Background: an optimization exercise with open tools, aiming at small area and a short achievable clock period. Do not read the settings as production practice. Power is estimated from default activity; no workload was simulated.

Design cdbus, start of the top module:
module cdbus (
    input  logic       clk,
    input  logic       reset,
    input  logic [3:0] csr_address,
    input  logic       csr_read,
    input  logic       csr_write,
    input  logic [31:0]      csr_writedata,
    output logic [31:0]      csr_readdata,
    output logic       irq,
    input  logic       rx,
    output logic       tx
);
For scale: ~3,200 cells after synthesis, about 1,300 flip-flops, roughly 75 I/O pins.
export LEC_CHECK = 0
export CAP_MARGIN = 20
export CORE_MARGIN = 2
export CORE_UTILIZATION = 70
export CTS_BUF_LIST = sky130_fd_sc_hd__clkbuf_16
export CTS_CLUSTER_DIAMETER = 100
export CTS_CLUSTER_SIZE = 25
export SETUP_SLACK_MARGIN = 2.9
export SLEW_MARGIN = 20
create_clock -name core_clock -period 5.0 [get_ports {clk}]
standard.sh (not shown) runs the stock make flow with config.mk's settings and CLKGATE_MAP_FILE= SYNTH_SCRIPT=/design/flow/synth_recipe.tcl, a recipe that flattens the netlist after the stock synthesis.
==> flow/flow/run.sh <==
#!/bin/bash
# The standard layout, with the port buffers made from a plain buffer
# (buf_4) rather than the default delay buffer, so that paths from the
# inputs and to the outputs are not slowed by the port buffers.
set -euo pipefail
export BUFFER_PORTS_ARGS="-buffer_cell sky130_fd_sc_hd__buf_4"
bash standard.sh > standard.log 2>&1
Change:
SETUP_SLACK_MARGIN = 2.8   (was 2.9)
What happened: The changed run produced a clean layout. Worst setup slack gets worse by 21 ps. Total power stays flat. Synthesized area stays the same. Sequential cell count is unchanged. Clock power is about the same.
No functional check of the RTL was part of any run of this note.

========
== red ==
cdbus, a different RTL version from the one above (not shown whole).
For scale: roughly 3,100 cells after synthesis, ~47,000 sq um of cells after synthesis.
Design cdbus, start of the top module:
module cdbus (
    input  logic       clk,
    input  logic       reset,
    input  logic [3:0] csr_address,
    input  logic       csr_read,
    input  logic       csr_write,
    input  logic [31:0]      csr_writedata,
    output logic [31:0]      csr_readdata,
    output logic       irq,
    input  logic       rx,
    output logic       tx
);
    logic [7:0] tx_byte_data;
    logic  tx_byte_valid;
    logic  tx_byte_last;
    logic  tx_byte_crc;
    logic  tx_byte_ack;
    logic  tx_crc_bit_en;
    logic  tx_crc_bit;
    logic [7:0] rx_byte_data;
    logic  rx_byte_strobe;
    logic  rx_byte_frame_end;
    logic  rx_byte_bus_idle;
    logic  rx_byte_bus_idle_n;
    logic [15:0]  div;
    logic [7:0] filter;
    logic  tx_wr_en;
    logic  tx_wr_q;          
    logic [7:0] tx_wr_data_q;    
    logic  tx_start;
    logic  tx_done;
    logic [7:0] tx_row;
    logic [7:0] tx_col;
    logic [7:0] tx_rd_data;
    logic  rx_rd;
    logic [7:0] rx_rd_byte;
    logic  rx_busy;
    logic  rx_wr_en;
    logic [5:0] rx_frame_tap;
    logic [7:0] rx_wr_data;
    logic  rx_frame_ok;
    logic [5:0] rx_frame_len;
    logic  rx_frame_bad;
    logic  rx_frame_drop;
    cd_csr csr0 (
        .clk, .reset, .csr_address, .csr_read, .csr_write, .csr_writedata,
        .csr_readdata, .irq, .div, .filter, .tx_wr_en, .tx_start,
  ...
==> flow/config.mk <==
export PLATFORM = sky130hd
export DESIGN_NAME = cdbus
export DESIGN_NICKNAME = cdbus
export VERILOG_FILES = /design/flow/design.v
export SDC_FILE = /design/flow/constraint.sdc
export NUM_CORES = 4
export LEC_CHECK = 0
export CAP_MARGIN = 20
export CORE_MARGIN = 2
export CORE_UTILIZATION = 70
export CTS_BUF_LIST = sky130_fd_sc_hd__clkbuf_16
export CTS_CLUSTER_DIAMETER = 100
export CTS_CLUSTER_SIZE = 25
export SETUP_SLACK_MARGIN = 2.8
export SLEW_MARGIN = 20
export TNS_END_PERCENT = 20
==> flow/constraint.sdc <==
create_clock -name core_clock -period 5.0 [get_ports {clk}]
set_input_delay 1.0000 -clock core_clock [delete_from_list [all_inputs] [get_ports {clk}]]
set_output_delay 1.0000 -clock core_clock [all_outputs]
set_load 0.01 [all_outputs]
Scripts as last shown in full above: flow/flow/run.sh
Input changes introduced in blue (baseline for comparison: red):
--- a/flow/config.mk
+++ b/flow/config.mk
@@ -16 +15,0 @@
-export TNS_END_PERCENT = 20
Results
- Between red and blue, the cell count went down.
- Measured against each other, red and blue differ in fmax, the lower figure coming from red.
- | final area | lower: blue |
- Changes observed in blue relative to red: buffers inserted during post-CTS setup optimization increased 9, detailed route wirelength on metal3 saw a decrease.
- Global-route usage in blue is 0.28 points below red.
- There was hardly any difference in overall power between red and blue.
Function was not checked in any run of this note: the RTL went through the layout flow alone.

## separate check: timing with driven ports
The results above use ideal ports. As a check the final layouts listed here were re-extracted and re-timed, cells and wires unchanged.
Step 1, drivers: a clkbuf_16 drives clk and a buf_2 each remaining input, both assumed.
Step 2 times the ports against the registers' clock, not the clock port: input delays grow and output delays shrink by t, the midpoint of the rising clock arrivals with the driver on.
Three values: no drivers, after step 1, after step 2; two values: the first two.
| run | t (ns) | slack for setup (ns) | hold WS [ns] | worst data-port slew with drivers (ns) | pins driven straight from the clock port |
|---|---|---|---|---|---|
| the first run of note 1 | 0.724 | 2.821 / 2.813 / 2.157 | 0.444 / 0.444 / 0.444 | 0.08 | 1 |
| the second run of note 1 | 0.724 | 2.801 / 2.801 / 2.169 | 0.449 / 0.449 / 0.449 | 0.04 | 1 |
| red | 0.729 | 2.679 / 2.679 / 2.119 | 0.424 / 0.424 / 0.424 | 0.04 | 1 |
| blue | 0.728 | 2.775 / 2.775 / 2.128 | 0.425 / 0.425 / 0.425 | 0.05 | 1 |
After both steps setup and hold are still met in every run listed. The setup slack of the first run of note 1, which loses most, moves by -0.008 ns with the drivers and by -0.664 ns with both steps.
